Background: an optimization exercise with open tools, aiming at small area, a short achievable clock period and few clock cycles. Do not read the settings as production practice.
The RTL was checked by simulation tests, not by an equivalence proof against the original design.
No activity file was given, so power comes from the tool's default toggle rates.

`flow/design.v`:
```
`timescale 1ns/1ps
package router_pkg;
  localparam int NUM_PORTS = 5;
  localparam int NUM_VCS   = 2;
  localparam int NUM_STR   = NUM_PORTS * NUM_VCS;
  localparam int VC_DEPTH  = 1;
  localparam bit OUT_REG   = 1;
  localparam bit POP_READY = 0;
  localparam bit BYPASS    = 1;
  localparam int COORD_W   = 2;
  localparam int PAYLOAD_W = 16;
  localparam int KIND_W    = 2;
  localparam int VC_W      = 1;
  localparam int COUNT_W   = 16;
  localparam int FLIT_W    = KIND_W + VC_W + 2 * COORD_W + PAYLOAD_W;
  localparam int PAYLOAD_LSB = 0;
  localparam int DY_LSB      = PAYLOAD_LSB + PAYLOAD_W;
  localparam int DX_LSB      = DY_LSB + COORD_W;
  localparam int VC_LSB      = DX_LSB + COORD_W;
  localparam int KIND_LSB    = VC_LSB + VC_W;
  typedef logic [FLIT_W-1:0]  flit_t;
  typedef logic [COORD_W-1:0] coord_t;
  typedef logic [COUNT_W-1:0] count_t;
  function automatic logic is_first(input flit_t f);
    is_first = (f[KIND_LSB +: KIND_W] == 2'd0) || (f[KIND_LSB +: KIND_W] == 2'd3);
  endfunction
  function automatic logic is_last(input flit_t f);
    is_last = f[KIND_LSB + 1];
  endfunction
endpackage
`timescale 1ns/1ps
module vc_buffer #(
  parameter int DEPTH = 2
) (
  input  logic              clk,
  input  logic              rst_n,
  input  logic              push,
  input  router_pkg::flit_t wr_data,
  input  logic              pop,
  output router_pkg::flit_t head,
  output logic              valid,
  output logic              full
);
  router_pkg::flit_t mem [0:DEPTH-1];
  logic [DEPTH:0]    occ;           
  assign occ[DEPTH] = 1'b0;
  assign head  = mem[0];
  assign valid = occ[0];
  assign full  = occ[DEPTH-1];
  for (genvar i = 0; i < DEPTH; i++) begin : g_ent
    logic wsel;
    assign wsel = push && (pop ? (occ[i] && !occ[i+1])
                               : (!occ[i] && ((i == 0) || occ[(i == 0) ? 0 : i-1])));
    always_ff @(posedge clk or negedge rst_n) begin
      if (!rst_n) occ[i] <= 1'b0;
      else if (push && !pop) occ[i] <= occ[i] || (i == 0) || occ[(i == 0) ? 0 : i-1];
      else if (pop && !push) occ[i] <= occ[i+1];
    end
    always_ff @(posedge clk) begin
      if (wsel) mem[i] <= wr_data;
      else if (pop && (i < DEPTH-1)) mem[i] <= mem[(i < DEPTH-1) ? i+1 : i];
    end
  end
endmodule
`timescale 1ns/1ps
module rr_arbiter #(
  parameter int NUM_REQS = 10
) (
  input  logic                clk,
  input  logic                rst_n,
  input  logic [NUM_REQS-1:0] req,
  input  logic                advance,
  output logic [NUM_REQS-1:0] grant
);
  logic [NUM_REQS-1:0] mask;        
  logic [NUM_REQS-1:0] mreq;
  logic [NUM_REQS-1:0] g_hi;
  logic [NUM_REQS-1:0] g_all;
  assign mreq = req & mask;
  always_comb begin
    for (int i = 0; i < NUM_REQS; i++) begin
      g_hi[i]  = mreq[i];
      g_all[i] = req[i];
      for (int j = 0; j < i; j++) begin
        if (mreq[j]) g_hi[i]  = 1'b0;
        if (req[j])  g_all[i] = 1'b0;
      end
    end
    grant = (|mreq) ? g_hi : g_all;
  end
  always_ff @(posedge clk or negedge rst_n) begin
    if (!rst_n) begin
      mask <= '0;
    end else if (advance && (|req)) begin
      for (int i = 0; i < NUM_REQS; i++) begin
        mask[i] <= 1'b0;
        for (int j = 0; j < i; j++) if (grant[j]) mask[i] <= 1'b1;
      end
    end
  end
endmodule
`timescale 1ns/1ps
module input_unit #(
  parameter router_pkg::coord_t ROUTER_X = 1,
  parameter router_pkg::coord_t ROUTER_Y = 2
) (
  input  logic                                      clk,
  input  logic                                      rst_n,
  input  logic                                      in_valid,
  input  router_pkg::flit_t                         in_flit,
  output logic                                      in_ready,
  input  logic [router_pkg::NUM_VCS-1:0]            pop,
  output router_pkg::flit_t [router_pkg::NUM_VCS-1:0] head,
  output logic [router_pkg::NUM_VCS-1:0]            valid,
  output logic [router_pkg::NUM_VCS-1:0][router_pkg::NUM_PORTS-1:0] first_req
);
  logic [router_pkg::NUM_VCS-1:0] full;
  logic                           vc;
  assign vc       = in_flit[router_pkg::VC_LSB];
  assign in_ready = !full[vc] || (router_pkg::POP_READY && pop[vc]);
  for (genvar v = 0; v < router_pkg::NUM_VCS; v++) begin : g_vc
    router_pkg::coord_t dx, dy;
    router_pkg::flit_t  bhead;
    logic               bvalid, offer, direct;
    assign offer  = in_valid && (vc == v[0]) && in_ready;
    assign direct = router_pkg::BYPASS && !bvalid;
    assign valid[v] = bvalid || (direct && offer);
    assign head[v]  = direct ? in_flit : bhead;
    vc_buffer #(.DEPTH(router_pkg::VC_DEPTH)) u_buf (
      .clk     (clk),
      .rst_n   (rst_n),
      .push    (offer && !(direct && pop[v])),
      .wr_data (in_flit),
      .pop     (pop[v] && bvalid),
      .head    (bhead),
      .valid   (bvalid),
      .full    (full[v])
    );
    assign dx = head[v][router_pkg::DX_LSB +: router_pkg::COORD_W];
    assign dy = head[v][router_pkg::DY_LSB +: router_pkg::COORD_W];
    always_comb begin
      logic go;
      go = valid[v] && router_pkg::is_first(head[v]);
      first_req[v]    = '0;
      first_req[v][2] = go && (dx > ROUTER_X);
      first_req[v][3] = go && (dx < ROUTER_X);
      first_req[v][0] = go && (dx == ROUTER_X) && (dy > ROUTER_Y);
      first_req[v][1] = go && (dx == ROUTER_X) && (dy < ROUTER_Y);
      first_req[v][4] = go && (dx == ROUTER_X) && (dy == ROUTER_Y);
    end
  end
endmodule
`timescale 1ns/1ps
module switch_allocator (
  input  logic                                                        clk,
  input  logic                                                        rst_n,
  input  logic [router_pkg::NUM_STR-1:0]                              valid,
  input  logic [router_pkg::NUM_STR-1:0][router_pkg::NUM_PORTS-1:0]   first_req,
  input  router_pkg::flit_t [router_pkg::NUM_STR-1:0]                 head,
  input  logic [router_pkg::NUM_PORTS-1:0]                            take,
  output logic [router_pkg::NUM_STR-1:0]                              pop,
  output logic [router_pkg::NUM_PORTS-1:0]                            load,
  output logic [router_pkg::NUM_PORTS-1:0]                            load_any,
  output router_pkg::flit_t [router_pkg::NUM_PORTS-1:0]               load_flit
);
  localparam int NS = router_pkg::NUM_STR;
  localparam int NP = router_pkg::NUM_PORTS;
  logic [NP-1:0][NS-1:0] owner;
  logic [NP-1:0][NS-1:0] arb_req;
  logic [NP-1:0][NS-1:0] arb_gnt;
  logic [NP-1:0][NS-1:0] gnt;
  logic [NP-1:0]         locked;
  logic [NP-1:0]         load_last;
  for (genvar o = 0; o < NP; o++) begin : g_out
    assign locked[o] = |owner[o];
    for (genvar s = 0; s < NS; s++) begin : g_req
      assign arb_req[o][s] = first_req[s][o];
    end
    rr_arbiter #(.NUM_REQS(NS)) u_arb (
      .clk     (clk),
      .rst_n   (rst_n),
      .req     (arb_req[o]),
      .advance (!locked[o] && take[o]),
      .grant   (arb_gnt[o])
    );
    assign gnt[o] = locked[o] ? (owner[o] & valid) : arb_gnt[o];
    always_comb begin
      load_flit[o] = '0;
      load_last[o] = 1'b0;
      for (int s = 0; s < NS; s++) begin
        load_flit[o] = load_flit[o] | ({router_pkg::FLIT_W{gnt[o][s]}} & head[s]);
        load_last[o] = load_last[o] | (gnt[o][s] & router_pkg::is_last(head[s]));
      end
    end
    assign load_any[o] = |gnt[o];
    assign load[o] = take[o] && (|gnt[o]);
    always_ff @(posedge clk or negedge rst_n) begin
      if (!rst_n) owner[o] <= '0;
      else if (load[o]) owner[o] <= load_last[o] ? '0 : gnt[o];
    end
  end
  always_comb begin
    pop = '0;
    for (int o = 0; o < NP; o++) pop = pop | (gnt[o] & {NS{take[o]}});
  end
endmodule
`timescale 1ns/1ps
module output_stage (
  input  logic                                          clk,
  input  logic                                          rst_n,
  input  logic [router_pkg::NUM_PORTS-1:0]              load,
  input  logic [router_pkg::NUM_PORTS-1:0]              load_any,
  input  router_pkg::flit_t [router_pkg::NUM_PORTS-1:0] load_flit,
  output logic [router_pkg::NUM_PORTS-1:0]              take,
  output logic [router_pkg::NUM_PORTS-1:0]              out_valid,
  output router_pkg::flit_t [router_pkg::NUM_PORTS-1:0] out_flit,
  input  logic [router_pkg::NUM_PORTS-1:0]              out_ready,
  output router_pkg::count_t                            packets_routed
);
  logic [2:0] leaving;
  if (router_pkg::OUT_REG) begin : g_reg
    assign take = ~out_valid | out_ready;
    always_ff @(posedge clk or negedge rst_n) begin
      if (!rst_n) out_valid <= '0;
      else out_valid <= load | (out_valid & ~out_ready);
    end
    always_ff @(posedge clk) begin
      for (int p = 0; p < router_pkg::NUM_PORTS; p++)
        if (load[p]) out_flit[p] <= load_flit[p];
    end
  end else begin : g_direct
    assign take      = out_ready;
    assign out_valid = load_any;
    assign out_flit  = load_flit;
  end
  always_comb begin
    leaving = '0;
    for (int p = 0; p < router_pkg::NUM_PORTS; p++)
      leaving = leaving + {2'b0, out_valid[p] && out_ready[p] && router_pkg::is_last(out_flit[p])};
  end
  always_ff @(posedge clk or negedge rst_n) begin
    if (!rst_n) packets_routed <= '0;
    else packets_routed <= packets_routed + router_pkg::count_t'(leaving);
  end
endmodule
`timescale 1ns/1ps
module router_top #(
  parameter router_pkg::coord_t ROUTER_X = 1,
  parameter router_pkg::coord_t ROUTER_Y = 2
) (
  input  logic                                                    clk,
  input  logic                                                    rst_n,
  input  logic [router_pkg::NUM_PORTS-1:0]                        in_valid,
  input  router_pkg::flit_t [router_pkg::NUM_PORTS-1:0]           in_flit,
  output logic [router_pkg::NUM_PORTS-1:0]                        in_ready,
  output logic [router_pkg::NUM_PORTS-1:0]                        out_valid,
  output router_pkg::flit_t [router_pkg::NUM_PORTS-1:0]           out_flit,
  input  logic [router_pkg::NUM_PORTS-1:0]                        out_ready,
  output router_pkg::count_t                                      packets_routed
);
  localparam int NP = router_pkg::NUM_PORTS;
  localparam int NS = router_pkg::NUM_STR;
  logic [NP-1:0] take;
  logic [NP-1:0] load;
  logic [NP-1:0] load_any;
  router_pkg::flit_t [NP-1:0] load_flit;
  logic [NS-1:0]         pop;
  logic [NS-1:0]         valid;
  router_pkg::flit_t [NS-1:0] head;
  logic [NS-1:0][NP-1:0] first_req;
  for (genvar p = 0; p < NP; p++) begin : g_port
    input_unit #(
      .ROUTER_X (ROUTER_X),
      .ROUTER_Y (ROUTER_Y)
    ) u_in (
      .clk       (clk),
      .rst_n     (rst_n),
      .in_valid  (in_valid[p]),
      .in_flit   (in_flit[p]),
      .in_ready  (in_ready[p]),
      .pop       (pop[2*p +: 2]),
      .head      (head[2*p +: 2]),
      .valid     (valid[2*p +: 2]),
      .first_req (first_req[2*p +: 2])
    );
  end
  switch_allocator u_alloc (
    .clk       (clk),
    .rst_n     (rst_n),
    .valid     (valid),
    .first_req (first_req),
    .head      (head),
    .take      (take),
    .pop       (pop),
    .load      (load),
    .load_any  (load_any),
    .load_flit (load_flit)
  );
  output_stage u_out (
    .clk            (clk),
    .rst_n          (rst_n),
    .load           (load),
    .load_any       (load_any),
    .load_flit      (load_flit),
    .take           (take),
    .out_valid      (out_valid),
    .out_flit       (out_flit),
    .out_ready      (out_ready),
    .packets_routed (packets_routed)
  );
endmodule
```
`flow/run.sh`:
```
#!/bin/bash
# synth_recipe.tcl (not shown) runs the flow's synth.tcl, then flattens the netlist and writes it again
# the make line also repeats each setting of config.mk as NAME=value (left out here)
make -C /OpenROAD-flow-scripts/flow DESIGN_CONFIG=/design/flow/config.mk WORK_HOME=/design/flow/orfs CLKGATE_MAP_FILE= SYNTH_SCRIPT=/design/flow/synth_recipe.tcl finish
```
`flow/config.mk`:
```
export PLATFORM = sky130hd
export DESIGN_NAME = router_top
export DESIGN_NICKNAME = router_top
export VERILOG_FILES = /design/flow/design.v
export SDC_FILE = /design/flow/constraint.sdc
export NUM_CORES = 4
export LEC_CHECK = 0
export CAP_MARGIN = 20
export CORE_MARGIN = 2
export CORE_UTILIZATION = 40
export SLEW_MARGIN = 20
```
`flow/constraint.sdc`:
```
create_clock -name core_clock -period 7.5 [get_ports {clk}]
set_input_delay 1.5000 -clock core_clock [delete_from_list [all_inputs] [get_ports {clk}]]
set_output_delay 1.5000 -clock core_clock [all_outputs]
set_load 0.01 [all_outputs]
```
==> results.txt <==
Status -> no timing/DRC/antenna violations
Initial antenna violation count -> 8
Worst slack at placement -> 909.8 ps
Max Buffers Root-to-Sink -> 3
Routed wire length -> 169800 um
Share of layout cells above drive strength 1 -> 14.37%
Startpoint Class -> primary input
Die Width -> 277.9 um
Syn Area/Cell -> 10.19 um2
Clk Latency, worst-skew pair -> 650 ps
Routed vias/inst -> 7.239
VDD IR-drop max -> 277.9 uV
CP required -> 7800 ps
Clock sink total -> 471
Worst slew pin tran -> 1379 ps
I/O Buffers -> 267
DRT Pass-1 Iters -> 11
Pin count of the biggest net entering global routing -> 73
Routed vias -> 30750
Filler Cells Inserted -> 6876
Critical path class -> in2reg
Worst Setup SP -> in_flit[43]
DRC viols -> 0
Post-synth cell types -> 117
Global-route wire length before repair -> 231300 um
Die Area -> 0.07724 mm2
Synthesized Nets -> 3089
Cell Area, Synth -> 0.03001 mm2
Synth async-reset ratio -> 26.75%
CTS Root Cell -> clkbuf_16
Num CTS Buffers -> 56
CTS tree -> done
Final Hold Fails -> 0
Reg-to-Reg Start -> g_port[2].u_in.g_vc[0].u_buf.occ[0]
HPWL Detailed -> 129900 um
Commonest non-fill, non-tap cell in the layout -> edfxtp_1
Post-CTS Setup Repair Bufs -> 0
Worst Hold Launch -> u_alloc.g_out[4].u_arb.mask[5]
H-Tree Level Count -> 2
Cts repair resizes -> 0
Worst setup EP type -> register
Final Critical Period -> 6234 ps
Fin nets -> 3367
Clock-pin slew on the worst setup and hold paths -> 60 ps
Die height -> 277.9 um
Worst slew margin -> 7.070%
WL per Instance -> 39.98 um
Power Dens Cells -> 478.7 mW/mm2
CP most frequent cell -> a222oi_1
Max Fclk -> 160.4 MHz
Hold_buf cts -> 0
Slew Viols, Final -> 0
Most frequently used flop master after synthesis -> edfxtp_1
Initial Util -> 40.38%
#FFs+latches synth -> 471
Max Cap Viol -> 0
Syn Inst Count -> 2944
Total core area -> 0.07432 mm2
Largest area contributor in the netlist -> edfxtp_1
Top cell type's share of synthesized area -> 34.52%
Critical Path Slowest Stage Cell -> a222oi_1
Min-delay worst type -> reg2reg
RSZ-0062 raised after global routing -> false
Post-synth EDFFs -> 345
Most frequent cells in the layout -> 345 x edfxtp_1, 280 x nor2_1, 266 x clkdlybuf4s50_1, 227 x nand2_1, 175 x o22ai_1
Setup ws final -> 1266 ps
Leak pwr -> 0.01314 uW
DRT antenna net count -> 0
Vias in the first global route -> 28340
Overall Global Routing Usage -> 42.51%
Fin Setup TNS -> 0 ps
GP Congestion -> 1.073
Crit-path max cell delay -> 820 ps
First-iteration detailed-routing DRC count -> 6080
Ys Warns -> 6
Synth area leaders -> edfxtp_1 35%, dfrtp_1 11%, mux2i_1 5.3%
Crit path DAT -> 6540 ps
Total grt overflow -> 0
Maximum fanout along the worst path -> 17
Final period utilization -> 83.12%
# IOs -> 268
Row cnt -> 100
Clk_skew -> 22.43 ps
Post-synthesis sequential area ratio -> 45.02%
Area growth syn-to-layout -> 21.09%
Setup-failing EPs final -> 0
Critical Path, Cell by Cell -> clkdlybuf4s50_1, or3b_4, o32ai_2, a222oi_1, and2_1, a31oi_1, o21ai_1, a222oi_1, o221ai_1, nor3_2, buf_4
[final timing paths]
| check | endpoint | slack [ps] | depth (start not counted) |
|---|---|---|---|
| max in group asynchronous | g_port[0].u_in.g_vc[0].u_buf.occ[0] | 5200 | 2 |
| max | g_port[4].u_in.g_vc[1].u_buf.mem[0][3] | 1270 | 11 |
| max reg2reg | g_port[3].u_in.g_vc[1].u_buf.mem[0][10] | 1990 | 13 |
| min in group asynchronous | u_alloc.g_out[0].u_arb.mask[8] | 900 | 1 |
| min reg2reg | u_alloc.g_out[4].u_arb.mask[5] | 480 | 2 |
| min | u_alloc.g_out[4].u_arb.mask[5] | 480 | 2 |
[synthesized netlist by cell type, types with 14 or more instances]
cell type	number
a22oi_1	40
a222oi_1	46
a21oi_1	120
ha_1	15
clkbuf_1	124
a31oi_1	23
buf_1	22
xnor2_1	17
and2_1	27
nor2b_1	19
nor3_1	50
a2111oi_0	26
o22a_1	34
a32oi_1	14
o2bb2ai_1	19
dfrtp_1	126
mux2i_1	159
buf_2	30
and4_1	15
inv_1	107
nor2_1	286
mux2_2	115
a211oi_1	26
nand3_1	104
nor4_1	15
o2111ai_1	29
a32o_1	17
and3_1	25
o221ai_1	30
a221oi_1	68
o211ai_1	21
o22ai_1	175
nand4_1	25
a22o_1	26
nand2b_1	25
o21ai_0	73
edfxtp_1	345
o21a_1	14
nand2_1	227
[critical path, delay by kind of cell]
family	cells	cell delay [ps]
AOI/OAI and AO/OA	6	2690
and+or+nand+nor	3	1200
buffers and inverters	2	1120
[power breakdown]
part	total (uW)	internal [uW]	switching, uW	leakage, uW
Combinational	9620	3050	6580	0.00733
Clock	2930	1730	1200	0.000958
Sequential	4850	4100	746	0.00486
Total	17400	8870	8530	0.0131
[cell families (layout without fill, tap and decap cells)]
logic type               Yosys count  count (layout)  synth area share, %
multiplexers                     275             275                9.655
other                              0               9                    0
flip-flops                       471             471                45.02
AND/OR/NAND/NOR                  887             887                14.38
adder cells (fa/ha/maj)           18              18               0.8254
buffers and inverters            300             626                4.115
XOR/XNOR                          32              32                1.009
AO/OA/AOI/OAI                    961             961                25.00
[stage by stage]
stage | cells | hold WS (ps) | total power (uW) | area [um2] | utilization [%]
6_report | 4248 | 477.0 | 17400 | 36340 | 48.90
3_3_place_gp | 4132 | 458.1 | 13870 | 34330 | 46.19
3_5_place_dp | 4133 | 464.3 | 13880 | 34340 | 46.21
4_1_cts | 4239 | 479.8 | 16860 | 36300 | 48.84
5_1_grt | 4241 | 512.8 | 17740 | 36320 | 48.88
2_1_floorplan | 2944 | 438.4 | 9463 | 30010 | -
[metal layers]
metal / vias to the layer above / track usage (%) / routed length [um]
met1: 15330 / 60.29 / 70960
met4: 6 / 14.04 / 7275
li1: 12310 / - / -
met2: 2637 / 55.39 / 63870
met3: 466 / 20.81 / 27630
met5: - / 0.5003 / 89
[state kept, by name, summed over array words and instances, names as in the netlist]
name	flops
u_alloc.g_out.u_arb.mask	45
u_alloc.owner	50
u_out.out_flit	115
g_port.u_in.g_vc.u_buf.occ	10
u_out.packets_routed	16
g_port.u_in.g_vc.u_buf.mem	230
u_out.out_valid	5
[final cells by class]
| cell class | instances | area (um2) | area share, % |
|---|---|---|---|
| clock inverter | 29 | 371.6 | 1.023 |
| clock buffer | 77 | 1583 | 4.355 |
| antenna | 9 | 22.52 | 0.06197 |
| timing repair buffer | 412 | 3800 | 10.46 |
| inverter | 108 | 405.4 | 1.115 |
| tap | 969 | 1212 | 3.336 |
| sequential | 471 | 13520 | 37.21 |
| multi-input combinational | 2173 | 15430 | 42.45 |
Testbench counts, summed over its fixed seeds: cycles 3,345.

[afterwards: timing with drivers on the ports]
No port has a modelled driver above. Below, the same layout with a new extraction and two added sets of constraints. Step 1: set_driving_cell puts a clkbuf_16 on clk and a buf_2 on each other input, an assumption about the parent block. Step 2 adds t to the input delays and takes it off the output delays; t is the mean of the earliest and latest rising clock arrival at the registers after step 1. Input paths then give back, and output paths get back, about the clock's delay inside the block. a / b / c = ideal / step 1 / step 2; a / b = the first two.
t (ns): 0.706
setup slack, ns: 1.266 / 1.301 / 0.595
slew at the worst register clock pin (ns): 0.07 / 0.07
pins driven straight from the clock port: 1
After both steps setup and hold are still met in this run. The setup slack of this run moves by +0.035 ns with the drivers and by -0.671 ns with both steps.
